Context: an optimization exercise on an open-source flow, tuned for small area, a short achievable clock period and few clock cycles per item. The choices shown serve that exercise and are no tape-out recipe.
In this exercise RTL edits were held to simulation tests only and were not proved equivalent to the original.

==> flow/design.v, too long to show whole: its modules and the start of the top module <==
// module stfir_fir: 1061 lines
// module stfir_mul: 1243 lines
// module stfir_ram: 21 lines
// module sawtooth_tone_fir_generator: 244 lines
module sawtooth_tone_fir_generator #(
  parameter int TAPS       = stfir_pkg::TAPS_DEF,
  parameter int BLINK_HALF = stfir_pkg::BLINK_HALF_DEF
) (
  input  logic                                 clk,
  input  logic                                 rst_n,
  input  logic                                 cfg_we,
  input  logic [stfir_pkg::CFG_IDX_W-1:0]      cfg_index,
  input  logic [stfir_pkg::CFG_DATA_W-1:0]     cfg_wdata,
  input  logic                                 in_valid,
  output logic                                 in_stall,
  input  logic                                 in_slot_tick,
  output logic                                 out_valid,
  input  logic                                 out_stall,
  output logic signed [stfir_pkg::SAMPLE_W-1:0] out_sample_out,
  output logic                                 out_led_on
);
  // ...
==> flow/flow/run.sh <==
#!/bin/bash
# Standard layout, with one netlist clean-up between synthesis and floorplan:
# flow/fixinv.py removes inverters around full-adder cells (see its header).
# Each tool's output goes to a log file of its own in this folder.
set -euo pipefail
R=orfs/results/${FLOW_PLATFORM}/sawtooth_tone_fir_generator/base
bash standard.sh synth > flow_synth.log 2>&1
cp "$R/1_2_yosys.v" yosys_before_fixinv.v
python3 flow/fixinv.py "$R/1_2_yosys.v" > flow_fixinv.log 2>&1
rm -f "$R/1_synth.odb" "$R/1_synth.sdc"
bash standard.sh finish > flow_finish.log 2>&1
==> flow/flow/fixinv.py <==
#!/usr/bin/env python3
"""Inverter clean-up around full adders in a flat sky130 netlist.

A full adder is self-dual: FA(~a, ~b, ~c) = (~sum, ~cout). Synthesis leaves many
inverters between chained full-adder cells. This pass removes every inverter
whose output is not a module port, treats each full adder as optionally
'flipped' (fed complemented inputs, giving complemented outputs), picks the
flips greedily to need as few inverters as possible, and adds back one
inverter per signal whose complement is still needed. The logic function of
every port and register input is unchanged; registers are not touched.
usage: fixinv.py netlist.v (rewritten in place)
"""
import re
import sys

path = sys.argv[1]
text = open(path).read()

mstart = text.index("module ")
hdr_end = text.index(";", mstart) + 1
body_end = text.rindex("endmodule")
header = text[mstart:hdr_end]
body = text[hdr_end:body_end]

port_out = set()
decl_lines = []
inst_re = re.compile(r"^\s*(sky130_fd_sc_hd__\w+)\s+(\S+)\s*\((.*?)\);\s*$", re.S | re.M)
pin_re = re.compile(r"\.(\w+)\(\s*(.*?)\s*\)\s*(?:,|$)", re.S)

# split body into statements
stmts = [s.strip() for s in body.split(";")]
cells = []
other = []
for s in stmts:
    if not s:
        continue
    m = re.match(r"^(sky130_fd_sc_hd__\w+)\s+(\S+(?: )?)\s*\((.*)\)$", s, re.S)
    if m:
        typ, name, pins = m.group(1), m.group(2).strip(), m.group(3)
        pl = []
        for pm in re.finditer(r"\.(\w+)\(\s*((?:[^()]|\([^()]*\))*?)\s*\)", pins):
            pl.append([pm.group(1), pm.group(2).strip()])
        cells.append([typ, name, pl])
    else:
        other.append(s)
        mo = re.match(r"^output\s+(\[(\d+):(\d+)\]\s+)?(\S+)$", s)
        if mo:
            nm = mo.group(4)
            if mo.group(1):
                hi, lo = int(mo.group(2)), int(mo.group(3))
                for i in range(min(hi, lo), max(hi, lo) + 1):
                    port_out.add(f"{nm}[{i}]")
            else:
                port_out.add(nm)
        if s.startswith("assign"):
            sys.exit("assign statements not handled; netlist left unchanged")

OUTPINS = {"X", "Y", "Q", "Q_N", "SUM", "COUT", "HI", "LO"}
driver = {}
for ci, (typ, name, pl) in enumerate(cells):
    for pin, net in pl:
        if pin in OUTPINS:
            driver[net] = (ci, pin)

def is_inv(ci):
    return re.match(r"sky130_fd_sc_hd__inv_\d+$", cells[ci][0]) is not None

removable = set()
for ci, (typ, name, pl) in enumerate(cells):
    if is_inv(ci):
        out = [n for p, n in pl if p == "Y"][0]
        if out not in port_out:
            removable.add(ci)

def pin_of(ci, pin):
    for p, n in cells[ci][2]:
        if p == pin:
            return n

memo = {}
def lit(net):
    if net in memo:
        return memo[net]
    d = driver.get(net)
    if d is not None and d[0] in removable:
        r, p = lit(pin_of(d[0], "A"))
        res = (r, p ^ 1)
    else:
        res = (net, 0)
    memo[net] = res
    return res

is_fa = [re.match(r"sky130_fd_sc_hd__fa_\d+$", c[0]) is not None for c in cells]
flip = [0] * len(cells)

# consumers: (cell index, pin index) -> (root, parity)
consumers = []
by_root = {}
for ci, (typ, name, pl) in enumerate(cells):
    if ci in removable:
        continue
    for pi, (pin, net) in enumerate(pl):
        if pin in OUTPINS:
            continue
        r, p = lit(net)
        consumers.append((ci, pi, r, p))
        by_root.setdefault(r, []).append(len(consumers) - 1)

def src_flip(root):
    d = driver.get(root)
    if d is not None and is_fa[d[0]]:
        return flip[d[0]]
    return 0

def need(k):
    ci, pi, r, p = consumers[k]
    return p ^ flip[ci] ^ src_flip(r)

def root_cost(r):
    return 1 if any(need(k) for k in by_root.get(r, [])) else 0

fa_in_roots = {}
fa_out_roots = {}
for k, (ci, pi, r, p) in enumerate(consumers):
    if is_fa[ci]:
        fa_in_roots.setdefault(ci, set()).add(r)
for ci in range(len(cells)):
    if is_fa[ci]:
        fa_out_roots[ci] = {n for p, n in cells[ci][2] if p in OUTPINS}

before = sum(root_cost(r) for r in by_root)
import random
rng = random.Random(1)
fa_list = [ci for ci in range(len(cells)) if is_fa[ci]]
fa_roots = {ci: fa_in_roots.get(ci, set()) | fa_out_roots[ci] for ci in fa_list}
cur = before
best = cur
best_flip = list(flip)
passes = 0
steps = 200 * len(fa_list)
for it in range(steps):
    ci = rng.choice(fa_list)
    roots = fa_roots[ci]
    c0 = sum(root_cost(r) for r in roots)
    flip[ci] ^= 1
    c1 = sum(root_cost(r) for r in roots)
    d = c1 - c0
    temp = 0.6 * (1 - it / steps)
    if d <= 0 or (temp > 0 and rng.random() < pow(2.718, -d / max(temp, 1e-9))):
        cur += d
        if cur < best:
            best = cur
            best_flip = list(flip)
    else:
        flip[ci] ^= 1
flip[:] = best_flip
after = sum(root_cost(r) for r in by_root)

# rewrite
inv_net = {}
new_cells = []
new_wires = []
for r in by_root:
    if root_cost(r):
        k = len(inv_net)
        nn = f"fixinv_n{k}"
        inv_net[r] = nn
        new_wires.append(nn)
        sep = " " if r.startswith("\\") else ""
        new_cells.append(f"  sky130_fd_sc_hd__inv_1 fixinv_{k} (\n    .A({r}{sep}),\n    .Y({nn})\n  );")
for k, (ci, pi, r, p) in enumerate(consumers):
    cells[ci][2][pi][1] = inv_net[r] if need(k) else r

out = [text[:mstart], header, "\n"]
for s in other:
    out.append(f"  {s} ;\n")
for w in new_wires:
    out.append(f"  wire {w};\n")
for ci, (typ, name, pl) in enumerate(cells):
    if ci in removable:
        continue
    pins = ",\n".join(f"    .{p}({n}{' ' if n.startswith(chr(92)) else ''})" for p, n in pl)
    out.append(f"  {typ} {name}{' ' if name.startswith(chr(92)) else ''}(\n{pins}\n  );\n")
for c in new_cells:
    out.append(c + "\n")
out.append("endmodule\n")
open(path, "w").write("".join(out))
print(f"fixinv: {len(removable)} inverters removed, {len(inv_net)} added "
      f"(cost {before} -> {after}), {sum(flip)} full adders flipped, {passes} passes")
==> flow/standard.sh <==
#!/bin/bash
# synth_recipe.tcl (not shown) runs the flow's synth.tcl, then flattens the netlist and writes it again
# the make line also repeats each setting of config.mk as NAME=value (left out here)
make -C /OpenROAD-flow-scripts/flow DESIGN_CONFIG=/design/flow/config.mk WORK_HOME=/design/flow/orfs CLKGATE_MAP_FILE= SYNTH_SCRIPT=/design/flow/synth_recipe.tcl "${@:-finish}"
==> flow/config.mk <==
export PLATFORM = sky130hd
export DESIGN_NAME = sawtooth_tone_fir_generator
export DESIGN_NICKNAME = sawtooth_tone_fir_generator
export VERILOG_FILES = /design/flow/design.v
export SDC_FILE = /design/flow/constraint.sdc
export NUM_CORES = 4
export LEC_CHECK = 0
export ABC_CLOCK_PERIOD_IN_PS = 3500
export CAP_MARGIN = 20
export CORE_MARGIN = 2
export CORE_UTILIZATION = 50
export SETUP_SLACK_MARGIN = 4.5
export SLEW_MARGIN = 20
==> flow/constraint.sdc <==
create_clock -name core_clock -period 8.5 [get_ports {clk}]
set_input_delay 1.7000 -clock core_clock [delete_from_list [all_inputs] [get_ports {clk}]]
set_output_delay 1.7000 -clock core_clock [all_outputs]
set_load 0.01 [all_outputs]
==> impl_metrics.sql, run 1 <==
INSERT INTO impl_metrics (metric_group, metric, value, unit) VALUES
('status', 'run_status', 'finished clean', ''),
('global_routing', 'grt_antenna_before_repair', '1', ''),
('clock_tree', 'clk_path_buf_depth', '3', ''),
('final_layout', 'final_core_utilization', '54.8', '%'),
('placement', 'dp.final_hpwl', '110000', 'um'),
('yosys', 'syn_area_per_cell', '9.51', 'um^2'),
('placement', 'routabilityCongestion', '0.891', ''),
('worst_setup_path', 'crit_path_top_delay_cell', 'sky130_fd_sc_hd__ha_2', ''),
('final_layout', 'nNonClkInverters', '335', ''),
('clock_tree', 'clk_transition_reported_paths', '60', 'ps'),
('worst_setup_path', 'cp.buffers_inverters', '5', ''),
('yosys', 'synth_warnings', '1', ''),
('timing', 'tightestPinTransition', '1030', 'ps'),
('yosys', 'synthesis.area', '54200', 'um^2'),
('routing', 'dr.pass1.iters', '6', ''),
('final_layout', 'final_cell_mix', 'sky130_fd_sc_hd__nand2_1, sky130_fd_sc_hd__dfxtp_1, sky130_fd_sc_hd__fa_1', ''),
('routing', 'drt_wl_total', '152000', 'um'),
('final_layout', 'multi_input_comb_area', '36600', 'um^2'),
('final_layout', 'fillers', '9674', ''),
('routing', 'drt_first_iter_violations', '3334', ''),
('job', 'max-cap-violations', '0', ''),
('global_routing', 'grt_usage', '27.1', '%'),
('clock_tree', 'root_buffer', 'sky130_fd_sc_hd__clkbuf_16', ''),
('floorplan', 'initial_utilization', '50.5', '%'),
('routing', 'drt.antenna.violating_nets', '0', ''),
('final_layout', 'final_cells', '6990', '');
Testbench counts, summed over its fixed seeds: cycles 8,031, items 8,000.
==> run 2, diff against run 1 <==
--- a/flow/config.mk
+++ b/flow/config.mk
@@ -11,3 +11,4 @@
 export CORE_UTILIZATION = 50
-export SETUP_SLACK_MARGIN = 4.5
+export CTS_BUF_LIST = sky130_fd_sc_hd__clkbuf_4 sky130_fd_sc_hd__clkbuf_8
+export SETUP_SLACK_MARGIN = 5
 export SLEW_MARGIN = 20
==> run 2 against run 1 <==
  * Critical path type unchanged
  * Register-to-register slack better by 340 ps
  * Largest cell class unchanged
  * Highest routed layer unchanged
  * Final area is 3.6% higher
  * Clock skew is 27 ps higher
==> impl_metrics.sql, run 2 <==
INSERT INTO impl_metrics (metric_group, metric, value, unit) VALUES
('final_layout', 'fillers', '9557', ''),
('final_layout', 'final_cell_mix', 'sky130_fd_sc_hd__nand2_1, sky130_fd_sc_hd__dfxtp_1, sky130_fd_sc_hd__fa_1', ''),
('timing', 'finalHoldViolCount', '0', ''),
('placement', 'numPortBuffers', '47', ''),
('final_layout', 'most_common_library_cell_in_the_layout_ignoring_fill_and_taps', 'sky130_fd_sc_hd__nand2_1', ''),
('timing', 'fin_crit_sh', '42.1', '%'),
('yosys', 'syn_area_per_cell', '9.51', 'um^2'),
('floorplan', 'initial_utilization', '50.5', '%'),
('timing', 'finalClockSkew', '52.1', 'ps'),
('routing', 'route.detailed.drc', '0', ''),
('job', 'max-cap-violations', '0', ''),
('placement', 'dp.final_hpwl', '111000', 'um'),
('worst_setup_path', 'crit_path_top_delay_cell', 'sky130_fd_sc_hd__fa_2', ''),
('global_routing', 'grt_usage', '27.9', '%'),
('final_layout', 'layout_top_registers', 'cc_r: 52 flops, sc_r: 52 flops', ''),
('clock_tree', 'tritoncts_clock_tree', 'yes', ''),
('floorplan', 'top_level_ports', '48', ''),
('floorplan', 'placement_rows', '120', ''),
('floorplan', 'die_h', '333', 'um'),
('clock_tree', 'ctsHtreeMaxLevel', '4', ''),
('routing', 'post_drt_wl_per_cell', '21.8', 'um'),
('clock_tree', 'clkLatencyLatePin', '820', 'ps'),
('timing', 'tightestPinTransition', '999', 'ps'),
('clock_tree', 'clk_path_buf_depth', '3', ''),
('clock_tree', 'root_buffer', 'sky130_fd_sc_hd__clkbuf_8', ''),
('clock_tree', 'cts_inserted_buffers', '131', ''),
('worst_setup_path', 'setup.worst_path.end_class', 'flip-flop', ''),
('floorplan', 'x_dimension_of_the_die', '333', 'um'),
('routing', 'drt.antenna.violating_nets', '0', ''),
('routing', 'drt_wl_total', '156000', 'um'),
('status', 'run_status', 'finished clean', ''),
('yosys', 'net_count_of_the_mapped_netlist', '6619', ''),
('timing', 'post-route-min-period', '3580', 'ps'),
('global_routing', 'grt_antenna_before_repair', '3', ''),
('floorplan', 'die-area', '111000', 'um^2'),
('timing', 'total_negative_slack', '0', 'ps'),
('final_layout', 'area_growth', '12.3', '%'),
('timing', 'setup_ws', '4920', 'ps'),
('clock_tree', 'cts_sinks', '716', ''),
('worst_setup_path', 'timing.critical_path.slowest_cell_delay', '370', 'ps'),
('min_path', 'timing.hold.worst.class', 'reg -> reg', ''),
('placement', 'dp_slack', '3610', 'ps'),
('global_routing', 'via_count_of_the_first_global_routing_pass', '41000', ''),
('final_layout', 'final_layout_size_suffix_gt1_share', '12.6', '%'),
('worst_setup_path', 'largest_fanout_of_any_net_on_the_critical_path', '5', ''),
('timing', 'slew-limit-headroom', '33.2', '%'),
('worst_setup_path', 'critical-path-top-cell-by-count', 'sky130_fd_sc_hd__buf_12', ''),
('final_layout', 'final_cells', '7168', ''),
('timing', 'drv_slew', '0', ''),
('worst_setup_path', 'timing.critical_path.cells', 'buf_12, clkinvlp_4, buf_4, nor2_2, o31a_1, inv_1, ha_2, fa_2, a21o_1, a21oi_2, o21a_1, o21ai_2, a41oi_2, o21ai_4, buf_12, xnor2_4, mux2i_1, a21oi_1', ''),
('final_layout', 'multi_input_comb_area', '37400', 'um^2'),
('floorplan', 'coreArea', '107000', 'um^2'),
('global_routing', 'grt_pass1_wl', '242000', 'um'),
('timing', 'highest_clock_rate', '0.280', 'GHz'),
('global_routing', 'global_route.overflow_total', '0', ''),
('worst_setup_path', 'cp_data_required_time', '9250', 'ps'),
('yosys', 'netlist_instances', '5695', ''),
('clock_tree', 'clk_transition_reported_paths', '60', 'ps'),
('placement', 'routabilityCongestion', '0.907', ''),
('timing', 'setup_repair_after_global_routing_missed_its_margin', 'true', ''),
('final_layout', 'final_core_utilization', '56.7', '%'),
('worst_setup_path', 'worst_setup_path_start_kind', 'flip-flop', ''),
('routing', 'num_vias', '41400', ''),
('yosys', 'synth_warnings', '1', ''),
('routing', 'drt_first_iter_violations', '3424', ''),
('final_layout', 'area.sequential', '15100', 'um^2'),
('worst_setup_path', 'setup.worst_path.class', 'reg -> reg', ''),
('routing', 'vias_per_cell', '5.77', ''),
('timing', 'setup_violations', '0', ''),
('worst_setup_path', 'cp.arrival', '4320', 'ps'),
('global_routing', 'pin_count_of_the_biggest_net_entering_global_routing', '126', ''),
('placement', 'numPlacedInstances', '6811', ''),
('routing', 'dr.pass1.iters', '8', ''),
('worst_setup_path', 'setup_slack_of_the_worst_register_to_register_path', '4920', 'ps'),
('final_layout', 'num-nets-final', '6587', ''),
('yosys', 'synthesis.area', '54200', 'um^2');
-- run 2: area by class of cell --
class | count | share of cell area [%]
antenna | 2 | 0.00823
clock buffer | 198 | 4.08
clock inverter | 35 | 0.648
inverter | 335 | 2.13
multi-input combinational | 4267 | 61.5
sequential | 716 | 24.9
tap | 1403 | 2.89
timing repair buffer | 212 | 3.91
-- run 2: worst paths after layout --
path                         start  depth (start not counted)                    end
setup reg to reg  rc2_r$_SDFF_PN0_                         18  pn_r[18]$_SDFFE_PN0P_
hold / removal     e1_r[0]$_DFF_P_                          0      e1x3_r[0]$_DFF_P_
hold reg to reg    e1_r[0]$_DFF_P_                          0      e1x3_r[0]$_DFF_P_
setup / recovery  rc2_r$_SDFF_PN0_                         18  pn_r[18]$_SDFFE_PN0P_
-- run 2: routing by layer --
layer / routed length (um) / GRT usage [%]
met1: 68000 / 37.4
met3: 8500 / 3.88
met2: 73500 / 45.3
met4: 6390 / 11.6
met5: 0 / 0
-- run 2: worst max-delay path: cells and delay by family, from the launching register on --
| kind | cells | cell delay [ps] |
|---|---|---|
| compound gates | 8 | 1410 |
| buf+inv | 5 | 730 |
| fa+ha+maj | 2 | 560 |
| flops | 1 | 360 |
| xor+xnor | 1 | 240 |
| mux | 1 | 120 |
| simple gates | 1 | 80 |
-- run 2: per-stage QoR --
stage,cell area (um^2),hold slack (ps)
finish,60800,396
global placement,55400,388
detailed placement,55400,384
floorplan,54200,355
global route,60800,395
CTS,59900,391
-- run 2: what timing repair did --
| item | 4_1_cts | 5_1_grt |
|---|---|---|
| gates resized for setup | 188 | 175 |
| pin swaps | 46 | 89 |
| gates cloned | 14 | 2 |
| endpoints found under the setup margin | 287 | 242 |
| hold buffers | 0 | 0 |
| buffers inserted | 62 | 44 |
==> run 3, diff against run 2 <==
--- a/flow/config.mk
+++ b/flow/config.mk
@@ -7,3 +7,3 @@
 export LEC_CHECK = 0
-export ABC_CLOCK_PERIOD_IN_PS = 3500
+export ABC_AREA = 1
 export CAP_MARGIN = 20
@@ -11,3 +11,2 @@
 export CORE_UTILIZATION = 50
-export CTS_BUF_LIST = sky130_fd_sc_hd__clkbuf_4 sky130_fd_sc_hd__clkbuf_8
 export SETUP_SLACK_MARGIN = 5
==> run 3 against run 2 <==
  * Global-route usage increased by 3.8 points
  * Setup slack improved by 110 ps
  * Wire length increased by 15%
  * First-iteration DRC count increased by 19%
  * Highest routed layer unchanged
==> impl_metrics.sql, run 3 <==
INSERT INTO impl_metrics (metric_group, metric, value, unit) VALUES
('timing', 'tightestPinTransition', '1050', 'ps'),
('worst_setup_path', 'worst_setup_path_start_kind', 'flip-flop', ''),
('routing', 'drt_wl_total', '180000', 'um'),
('routing', 'drt_first_iter_violations', '4064', ''),
('clock_tree', 'tritoncts_clock_tree', 'yes', ''),
('yosys', 'netlist_instances', '6429', ''),
('job', 'max-cap-violations', '0', ''),
('yosys', 'net_count_of_the_mapped_netlist', '7353', ''),
('floorplan', 'die_h', '336', 'um'),
('timing', 'setup_repair_after_global_routing_missed_its_margin', 'true', ''),
('timing', 'highest_clock_rate', '0.288', 'GHz'),
('routing', 'vias_per_cell', '5.85', ''),
('clock_tree', 'cts_inserted_buffers', '82', ''),
('min_path', 'timing.hold.worst.class', 'reg -> reg', ''),
('yosys', 'synth_warnings', '1', ''),
('clock_tree', 'clk_path_buf_depth', '3', ''),
('placement', 'routabilityCongestion', '0.965', ''),
('clock_tree', 'clkLatencyLatePin', '690', 'ps'),
('clock_tree', 'root_buffer', 'sky130_fd_sc_hd__clkbuf_16', ''),
('floorplan', 'top_level_ports', '48', ''),
('worst_setup_path', 'timing.critical_path.from', 'e0_r[17]$_DFF_P_', ''),
('routing', 'num_vias', '46100', ''),
('worst_setup_path', 'cp.arrival', '4070', 'ps'),
('timing', 'post-route-min-period', '3470', 'ps'),
('worst_setup_path', 'setup.worst_path.class', 'reg -> reg', ''),
('final_layout', 'num-nets-final', '7315', ''),
('status', 'run_status', 'finished clean', ''),
('global_routing', 'grt_antenna_before_repair', '1', ''),
('clock_tree', 'cts_hold_buffers', '0', ''),
('global_routing', 'pin_count_of_the_biggest_net_entering_global_routing', '112', ''),
('global_routing', 'via_count_of_the_first_global_routing_pass', '45600', ''),
('clock_tree', 'clk_transition_reported_paths', '60', 'ps'),
('final_layout', 'most_common_library_cell_in_the_layout_ignoring_fill_and_taps', 'sky130_fd_sc_hd__inv_1', ''),
('worst_setup_path', 'setup.worst_path.end_class', 'flip-flop', ''),
('final_layout', 'post-route-cell-area', '60900', 'um^2'),
('final_layout', 'fillers', '10000', ''),
('timing', 'finalHoldViolCount', '0', ''),
('timing', 'slew-limit-headroom', '30.2', '%'),
('final_layout', 'multi_input_comb_area', '35800', 'um^2'),
('final_layout', 'final_layout_size_suffix_gt1_share', '7.29', '%'),
('floorplan', 'placement_rows', '121', ''),
('routing', 'route.detailed.drc', '0', ''),
('final_layout', 'area_growth', '10.7', '%'),
('global_routing', 'grt_usage', '31.7', '%'),
('final_layout', 'final_cell_mix', 'sky130_fd_sc_hd__inv_1, sky130_fd_sc_hd__nand2_1, sky130_fd_sc_hd__a21oi_1', ''),
('placement', 'numPortBuffers', '47', ''),
('worst_setup_path', 'reg_to_reg_start', 'e0_r[17]$_DFF_P_', ''),
('global_routing', 'global_route.overflow_total', '0', ''),
('timing', 'total_negative_slack', '0', 'ps'),
('clock_tree', 'ctsHtreeMaxLevel', '3', ''),
('min_path', 'worst_hold_startpoint', 'e1_r[22]$_DFF_P_', ''),
('routing', 'post_drt_wl_per_cell', '22.8', 'um'),
('timing', 'drv_slew', '0', ''),
('global_routing', 'grt_pass1_wl', '273000', 'um'),
('yosys', 'synthesis.area', '55000', 'um^2'),
('routing', 'dr.pass1.iters', '7', ''),
('yosys', 'syn_area_per_cell', '8.55', 'um^2'),
('floorplan', 'coreArea', '109000', 'um^2'),
('worst_setup_path', 'cp_data_required_time', '9110', 'ps'),
('timing', 'finalClockSkew', '37.5', 'ps'),
('final_layout', 'area.sequential', '15100', 'um^2'),
('floorplan', 'die-area', '113000', 'um^2'),
('timing', 'setup_violations', '0', ''),
('final_layout', 'layout_top_registers', 'cc_r: 52 flops, sc_r: 52 flops', ''),
('routing', 'drt.antenna.violating_nets', '0', ''),
('clock_tree', 'cts_sinks', '716', ''),
('floorplan', 'x_dimension_of_the_die', '336', 'um'),
('placement', 'dp.final_hpwl', '135000', 'um'),
('floorplan', 'initial_utilization', '50.4', '%'),
('placement', 'placed_area', '56400', 'um^2'),
('worst_setup_path', 'largest_fanout_of_any_net_on_the_critical_path', '4', ''),
('timing', 'fin_crit_sh', '40.8', '%');
[run 3: timing repair]
action	CTS	global route
hold endpoints to repair	0	0
setup buffers	26	57
pin swaps	2	21
gates resized for setup	111	133
gates cloned	5	3
endpoints found under the setup margin	410	134
[run 3: layer usage]
layer	routed length, um	vias up	GRT usage, %
met5	0	-	0
met4	10300	0	15.6
met3	11400	399	4.89
met2	85200	1796	53.3
met1	72800	22400	39.7
li1	-	21500	-
[run 3: final timing paths]
check	slack, ps	depth (start not counted)	end
max	5030	7	ca_r[27]$_DFF_P_
min	420	0	e1x3_r[24]$_DFF_P_
max reg2reg	5030	7	ca_r[27]$_DFF_P_
min reg2reg	420	0	e1x3_r[24]$_DFF_P_
[run 3: through the flow]
stage                     utilization [%]  hold WS (ps)  setup WS, ps  instances
after global routing                 55.8           434          4970       7873
after floorplan                         -           355          5130       6429
after detailed placement             51.7           398          3000       7630
final                                55.8           415          5030       7874
after global placement               51.7           399          3120       7630
after CTS                            54.8           406          4980       7812
[run 3: critical path, stage by stage (launching register included)]
cell and delay, ps:
sky130_fd_sc_hd__dfxtp_4 400, sky130_fd_sc_hd__buf_4 160, sky130_fd_sc_hd__fa_1 430, sky130_fd_sc_hd__fa_1 470, sky130_fd_sc_hd__fa_2 500, sky130_fd_sc_hd__fa_2 360
sky130_fd_sc_hd__fa_1 470, sky130_fd_sc_hd__fa_2 620
[run 3: final cells by class]
| cell class | count | share of cell area [%] |
|---|---|---|
| tap | 1414 | 2.91 |
| sequential | 716 | 24.8 |
| clock inverter | 36 | 0.610 |
| inverter | 864 | 5.65 |
| timing repair inverter | 4 | 0.0432 |
| multi-input combinational | 4546 | 58.8 |
| clock buffer | 115 | 3.96 |
| timing repair buffer | 177 | 3.24 |
| antenna | 2 | 0.00822 |
==> run 4, diff against run 3 <==
--- a/flow/config.mk
+++ b/flow/config.mk
@@ -7,3 +7,3 @@
 export LEC_CHECK = 0
-export ABC_AREA = 1
+export ABC_CLOCK_PERIOD_IN_PS = 3500
 export CAP_MARGIN = 20
==> run 4 against run 3 <==
  * Final area rose by 0.34%
  * Wire length fell by 13%
  * Critical path depth up 12
  * Die area shrank 1.5%
  * Area after synthesis shrank 1.5%
  * Still clean
  * Via count shrank 10%
  * Sequential share of layout area about the same
  * Non-clock buffer count rose by 59
==> impl_metrics.sql, run 4 <==
INSERT INTO impl_metrics (metric_group, metric, value, unit) VALUES
('status', 'run_status', 'finished clean', ''),
('yosys', 'syn_area_per_cell', '9.51', 'um^2'),
('global_routing', 'grt_pass1_wl', '241000', 'um'),
('worst_setup_path', 'reg_to_reg_start', 'rc2_r$_SDFF_PN0_', ''),
('worst_setup_path', 'timing.critical_path.slowest_cell_delay', '350', 'ps'),
('clock_tree', 'clkLatencyLatePin', '670', 'ps'),
('timing', 'post-route-min-period', '3580', 'ps'),
('routing', 'wl_met1', '67500', 'um'),
('routing', 'dr.pass1.iters', '6', ''),
('timing', 'total_negative_slack', '0', 'ps'),
('routing', 'num_vias', '41300', ''),
('final_layout', 'area_growth', '12.8', '%'),
('final_layout', 'final_cells', '7102', ''),
('final_layout', 'num-nets-final', '6562', ''),
('floorplan', 'placement_rows', '120', ''),
('min_path', 'timing.hold.worst.class', 'reg -> reg', ''),
('timing', 'setup_repair_after_global_routing_missed_its_margin', 'true', ''),
('floorplan', 'die_h', '333', 'um'),
('clock_tree', 'cts_hold_buffers', '0', ''),
('worst_setup_path', 'crit_path_top_delay_cell', 'sky130_fd_sc_hd__dfxtp_4', ''),
('worst_setup_path', 'r2r_end', 'pn_r[21]$_SDFFE_PN0P_', ''),
('routing', 'post_drt_wl_per_cell', '22.0', 'um'),
('routing', 'vias_per_cell', '5.81', ''),
('final_layout', 'final_layout_size_suffix_gt1_share', '11.6', '%'),
('worst_setup_path', 'critical_path_depth', '19', ''),
('placement', 'dp.final_hpwl', '111000', 'um'),
('final_layout', 'most_common_library_cell_in_the_layout_ignoring_fill_and_taps', 'sky130_fd_sc_hd__nand2_1', ''),
('final_layout', 'final_core_utilization', '57.0', '%'),
('global_routing', 'global_route.overflow_total', '0', ''),
('worst_setup_path', 'critPathTopFamily', 'compound AO/OA/AOI/OAI gates', ''),
('global_routing', 'grt_usage', '27.6', '%'),
('clock_tree', 'root_buffer', 'sky130_fd_sc_hd__clkbuf_16', ''),
('worst_setup_path', 'cp.arrival', '4120', 'ps'),
('global_routing', 'pin_count_of_the_biggest_net_entering_global_routing', '126', ''),
('timing', 'fin_crit_sh', '42.1', '%'),
('placement', 'routabilityCongestion', '0.907', ''),
('clock_tree', 'clk_transition_reported_paths', '60', 'ps'),
('floorplan', 'x_dimension_of_the_die', '333', 'um'),
('floorplan', 'die-area', '111000', 'um^2'),
('worst_setup_path', 'timing.critical_path.cells', 'buf_12, clkinvlp_4, buf_6, buf_12, nor2_1, o31a_1, ha_4, inv_1, ha_1, nand4_1, nor2_2, o211ai_1, a21oi_2, nor3_2, xor2_2, xnor2_2, buf_6, mux2i_1, a21oi_1', ''),
('yosys', 'synth_warnings', '1', ''),
('clock_tree', 'tritoncts_clock_tree', 'yes', ''),
('routing', 'dr_wl_met2', '73800', 'um'),
('worst_setup_path', 'cp.buffers_inverters', '6', ''),
('routing', 'route.met3.wl', '8630', 'um'),
('final_layout', 'layout_top_registers', 'cc_r: 52 flops, sc_r: 52 flops', ''),
('routing', 'drt_wl_total', '157000', 'um'),
('floorplan', 'initial_utilization', '50.5', '%'),
('timing', 'tightestPinTransition', '1040', 'ps'),
('placement', 'numPlacedInstances', '6811', ''),
('floorplan', 'top_level_ports', '48', ''),
('worst_setup_path', 'setup_slack_of_the_worst_register_to_register_path', '4920', 'ps'),
('worst_setup_path', 'reg2regPathDepth', '19', ''),
('routing', 'drt.antenna.violating_nets', '0', ''),
('timing', 'finalHoldViolCount', '0', ''),
('clock_tree', 'cts_sinks', '716', ''),
('routing', 'topRoutingLayerUsed', 'met4', ''),
('worst_setup_path', 'cp_data_required_time', '9040', 'ps'),
('yosys', 'net_count_of_the_mapped_netlist', '6619', ''),
('global_routing', 'via_count_of_the_first_global_routing_pass', '40400', ''),
('worst_setup_path', 'largest_fanout_of_any_net_on_the_critical_path', '8', ''),
('final_layout', 'final_cell_mix', 'sky130_fd_sc_hd__nand2_1, sky130_fd_sc_hd__dfxtp_1, sky130_fd_sc_hd__fa_1', ''),
('timing', 'drv_slew', '0', ''),
('floorplan', 'coreArea', '107000', 'um^2'),
('routing', 'drt_first_iter_violations', '3392', ''),
('routing', 'route.detailed.drc', '0', ''),
('worst_setup_path', 'timing.critical_path.from', 'rc2_r$_SDFF_PN0_', ''),
('timing', 'highest_clock_rate', '0.280', 'GHz'),
('timing', 'setup_violations', '0', ''),
('placement', 'numPortBuffers', '47', ''),
('clock_tree', 'clk_path_buf_depth', '3', ''),
('yosys', 'netlist_instances', '5695', ''),
('clock_tree', 'ctsHtreeMaxLevel', '3', ''),
('worst_setup_path', 'setup.worst_path.end_class', 'flip-flop', ''),
('job', 'max-cap-violations', '0', ''),
('worst_setup_path', 'setup.worst_path.class', 'reg -> reg', ''),
('global_routing', 'grt_antenna_before_repair', '2', ''),
('yosys', 'synthesis.area', '54200', 'um^2'),
('timing', 'finalClockSkew', '22.0', 'ps'),
('worst_setup_path', 'critical_path.endpoint', 'pn_r[21]$_SDFFE_PN0P_', ''),
('timing', 'slew-limit-headroom', '30.5', '%'),
('worst_setup_path', 'worst_setup_path_start_kind', 'flip-flop', ''),
('clock_tree', 'cts_inserted_buffers', '83', '');
run 4: cell count changes in the layout (fill, tap and decap cells not counted), moves of 201 or more:
cell	delta
sky130_fd_sc_hd__xnor2_1	+307
sky130_fd_sc_hd__inv_1	-501
sky130_fd_sc_hd__a21oi_1	-295
sky130_fd_sc_hd__a22oi_1	+248
sky130_fd_sc_hd__mux2i_1	+201
sky130_fd_sc_hd__o22ai_1	-450
sky130_fd_sc_hd__xor2_1	-306
run 4: layout make-up:
class / count / area (um^2)
fillers: 9472 / 46100
multi-input cells: 4266 / 37400
flip-flops and latches: 716 / 15100
repair buffers: 236 / 2670
clock buffers: 106 / 2320
well taps: 1403 / 1760
inverters: 335 / 1300
clock inverters: 39 / 475
diodes: 1 / 2.50
run 4: what timing repair did:
item	CTS	global route
gates cloned	12	7
buffers inserted	58	68
pin swaps	41	107
endpoints found under the setup margin	364	201
resized for setup	181	193
run 4: worst min-delay path by stage:
stage,endpoint,slack (ps),start,cells after the start
2_1_floorplan,e1x3_r[24]$_DFF_P_,350,e1_r[22]$_DFF_P_,0
3_3_place_gp,e1x3_r[0]$_DFF_P_,390,e1_r[0]$_DFF_P_,0
3_5_place_dp,e1x3_r[0]$_DFF_P_,380,e1_r[0]$_DFF_P_,0
4_1_cts,e1x3_r[0]$_DFF_P_,390,e1_r[0]$_DFF_P_,0
5_1_grt,e1x3_r[0]$_DFF_P_,400,e1_r[0]$_DFF_P_,0
6_report,e1x3_r[0]$_DFF_P_,390,e1_r[0]$_DFF_P_,0
run 4: stage by stage:
step | hold WS (ps) | setup WS, ps | instance area (um^2)
finish | 392 | 4920 | 61100
CTS | 392 | 4970 | 59700
detailed placement | 384 | 3610 | 55400
global route | 396 | 4810 | 61100
global placement | 388 | 3670 | 55400
floorplan | 355 | 4960 | 54200
run 4: layer usage:
| layer | global-route usage [%] | up-vias |
|---|---|---|
| li1 | - | 19300 |
| met1 | 37.5 | 20400 |
| met2 | 45.5 | 1366 |
| met3 | 3.07 | 277 |
| met4 | 10.7 | 0 |
| met5 | 0 | - |
==> run 5, diff against run 4 <==
--- a/flow/config.mk
+++ b/flow/config.mk
@@ -7,7 +7,8 @@
 export LEC_CHECK = 0
-export ABC_CLOCK_PERIOD_IN_PS = 3500
-export CAP_MARGIN = 20
+export ABC_AREA = 1
+export CAP_MARGIN = 5
 export CORE_MARGIN = 2
 export CORE_UTILIZATION = 50
+export HOLD_SLACK_MARGIN = 0
 export SETUP_SLACK_MARGIN = 5
-export SLEW_MARGIN = 20
+export SLEW_MARGIN = 5
==> run 5 against run 4 <==
  * Die area is 1.5% higher
  * Register-to-register slack better by 110 ps
  * Clock skew is 15 ps higher
  * Hold slack better by 23 ps
==> impl_metrics.sql, run 5 <==
INSERT INTO impl_metrics (metric_group, metric, value, unit) VALUES
('floorplan', 'die-area', '113000', 'um^2'),
('timing', 'finalClockSkew', '37.5', 'ps'),
('routing', 'drt.antenna.violating_nets', '0', ''),
('final_layout', 'final_core_utilization', '55.8', '%'),
('status', 'run_status', 'finished clean', ''),
('placement', 'numPortBuffers', '47', ''),
('worst_setup_path', 'worst_setup_path_start_kind', 'flip-flop', ''),
('placement', 'routabilityCongestion', '0.965', ''),
('yosys', 'netlist_instances', '6429', ''),
('placement', 'numPlacedInstances', '7630', ''),
('yosys', 'synth_warnings', '1', ''),
('floorplan', 'die_h', '336', 'um'),
('clock_tree', 'cts_hold_buffers', '0', ''),
('yosys', 'synthesis.area', '55000', 'um^2'),
('clock_tree', 'root_buffer', 'sky130_fd_sc_hd__clkbuf_16', ''),
('timing', 'highest_clock_rate', '0.288', 'GHz'),
('routing', 'route.detailed.drc', '0', ''),
('global_routing', 'global_route.overflow_total', '0', ''),
('routing', 'vias_per_cell', '5.85', ''),
('global_routing', 'grt_antenna_before_repair', '1', ''),
('timing', 'setup_ws', '5030', 'ps'),
('worst_setup_path', 'setup.worst_path.end_class', 'flip-flop', ''),
('clock_tree', 'clk_path_buf_depth', '3', ''),
('routing', 'drt_first_iter_violations', '4064', ''),
('worst_setup_path', 'setup_slack_of_the_worst_register_to_register_path', '5030', 'ps'),
('worst_setup_path', 'r2r_end', 'ca_r[27]$_DFF_P_', ''),
('clock_tree', 'tritoncts_clock_tree', 'yes', ''),
('floorplan', 'x_dimension_of_the_die', '336', 'um'),
('worst_setup_path', 'reg_to_reg_start', 'e0_r[17]$_DFF_P_', ''),
('floorplan', 'coreArea', '109000', 'um^2'),
('min_path', 'hold-path-cell-count', '0', ''),
('timing', 'drv_slew', '0', ''),
('final_layout', 'final_layout_size_suffix_gt1_share', '7.29', '%'),
('clock_tree', 'clkLatencyLatePin', '690', 'ps'),
('timing', 'setup_repair_after_global_routing_missed_its_margin', 'true', ''),
('floorplan', 'top_level_ports', '48', ''),
('global_routing', 'via_count_of_the_first_global_routing_pass', '45600', ''),
('min_path', 'timing.hold.worst.class', 'reg -> reg', ''),
('floorplan', 'placement_rows', '121', ''),
('min_path', 'endpoint_worst_hold', 'e1x3_r[24]$_DFF_P_', ''),
('worst_setup_path', 'largest_fanout_of_any_net_on_the_critical_path', '4', ''),
('timing', 'tightestPinTransition', '1050', 'ps'),
('timing', 'total_negative_slack', '0', 'ps'),
('final_layout', 'final_cell_mix', 'sky130_fd_sc_hd__inv_1, sky130_fd_sc_hd__nand2_1, sky130_fd_sc_hd__a21oi_1', ''),
('timing', 'slew-limit-headroom', '30.2', '%'),
('final_layout', 'num-nets-final', '7315', ''),
('global_routing', 'grt_usage', '31.7', '%'),
('worst_setup_path', 'reg2regPathDepth', '7', ''),
('clock_tree', 'cts_inserted_buffers', '82', ''),
('placement', 'dp_slack', '3000', 'ps'),
('global_routing', 'grt_pass1_wl', '273000', 'um'),
('timing', 'fin_crit_sh', '40.8', '%'),
('global_routing', 'pin_count_of_the_biggest_net_entering_global_routing', '112', ''),
('clock_tree', 'ctsHtreeMaxLevel', '3', ''),
('yosys', 'net_count_of_the_mapped_netlist', '7353', ''),
('final_layout', 'final_cells', '7874', ''),
('routing', 'dr.pass1.iters', '7', ''),
('placement', 'dp.final_hpwl', '135000', 'um'),
('worst_setup_path', 'cp.arrival', '4070', 'ps'),
('final_layout', 'layout_top_registers', 'cc_r: 52 flops, sc_r: 52 flops', ''),
('min_path', 'worst_hold_startpoint', 'e1_r[22]$_DFF_P_', ''),
('clock_tree', 'clk_transition_reported_paths', '60', 'ps'),
('job', 'max-cap-violations', '0', ''),
('routing', 'drt_wl_total', '180000', 'um'),
('timing', 'setup_violations', '0', ''),
('routing', 'num_vias', '46100', ''),
('timing', 'post-route-min-period', '3470', 'ps'),
('final_layout', 'most_common_library_cell_in_the_layout_ignoring_fill_and_taps', 'sky130_fd_sc_hd__inv_1', ''),
('routing', 'post_drt_wl_per_cell', '22.8', 'um'),
('clock_tree', 'cts_sinks', '716', ''),
('worst_setup_path', 'cp_data_required_time', '9110', 'ps'),
('yosys', 'syn_area_per_cell', '8.55', 'um^2'),
('final_layout', 'area_growth', '10.7', '%'),
('floorplan', 'initial_utilization', '50.4', '%'),
('worst_setup_path', 'setup.worst_path.class', 'reg -> reg', ''),
('timing', 'finalHoldViolCount', '0', '');
run 5: how the worst max path moves through the flow:
| stage | start | to | cells after the start |
|---|---|---|---|
| floorplan | e0_r[15]$_DFF_P_ | ca_r[16]$_DFF_P_ | 7 |
| global placement | in_slot_tick | lead_r[1]$_SDFFE_PP0P_ | 11 |
| detailed placement | in_slot_tick | lead_r[0]$_SDFFE_PP1P_ | 11 |
| CTS | rst_n | fv1_r$_SDFFE_PP0P_ | 5 |
| global route | e0_r[15]$_DFF_P_ | ca_r[17]$_DFF_P_ | 7 |
| finish | e0_r[17]$_DFF_P_ | ca_r[27]$_DFF_P_ | 7 |
run 5: worst max-delay path, cell delays in order (launching register included):
cell	delay (ps)
sky130_fd_sc_hd__dfxtp_4	400
sky130_fd_sc_hd__buf_4	160
sky130_fd_sc_hd__fa_1	430
sky130_fd_sc_hd__fa_1	470
sky130_fd_sc_hd__fa_2	500
sky130_fd_sc_hd__fa_2	360
sky130_fd_sc_hd__fa_1	470
sky130_fd_sc_hd__fa_2	620
run 5: final cells by class:
cell class | instances | area [um^2]
diodes | 2 | 5.00
repair buffers | 177 | 1970
fillers | 10000 | 48100
clock inverters | 36 | 372
flip-flops and latches | 716 | 15100
repair inverters | 4 | 26.3
well taps | 1414 | 1770
clock buffers | 115 | 2410
inverters | 864 | 3440
multi-input cells | 4546 | 35800
run 5: metrics by stage:
stage	area, um^2	hold slack (ps)
CTS	59800	406
global placement	56400	399
finish	60900	415
global route	60900	434
floorplan	55000	355
detailed placement	56400	398
run 5: what timing repair did:
| item | in CTS | in global routing |
|---|---|---|
| cloned | 5 | 3 |
| setup buffers | 26 | 57 |
| setup endpoints to repair | 410 | 143 |
| pin swaps | 2 | 21 |
| resized for setup | 111 | 134 |
run 5: metal layers:
| metal | part of all wire, % | vias to the layer above | global-route usage [%] |
|---|---|---|---|
| li1 | - | 21500 | - |
| met1 | 40 | 22400 | 39.7 |
| met2 | 47 | 1796 | 53.3 |
| met3 | 6.4 | 399 | 4.89 |
| met4 | 5.7 | 0 | 15.6 |
| met5 | 0 | - | 0 |

==> re-timing with driven ports <==
How much do the figures lean on ideal ports? The routed layouts below were timed once more, with nothing changed but the port constraints. Step 1, drivers: a clkbuf_16 drives clk and a buf_2 each remaining input, both assumed. Step 2 times the ports against the registers' clock, not the clock port: input delays grow and output delays shrink by t, the midpoint of the rising clock arrivals with the driver on. Slacks: ideal ports / drivers / drivers and shift; pairs: ideal ports / drivers.
run	t (ns)	setup WS [ns]	worst setup path after step 2	slew at the worst register clock pin (ns)	cell pins on the clock port's net
run 1	0.750	4.584 / 4.584 / 4.035	input to register	0.07 / 0.07	1
run 2	0.864	4.923 / 4.923 / 4.301	input to register	0.07 / 0.07	1
run 3	0.741	5.032 / 5.032 / 4.472	input to register	0.07 / 0.07	1
run 4	0.729	4.923 / 4.923 / 4.352	input to register	0.06 / 0.06	1
run 5	0.741	5.032 / 5.032 / 4.472	input to register	0.07 / 0.07	1
After both steps every run listed still meets setup and hold. For run 2, which loses most, drivers alone change the setup slack by 0.000 ns; drivers and shift together by -0.622 ns.
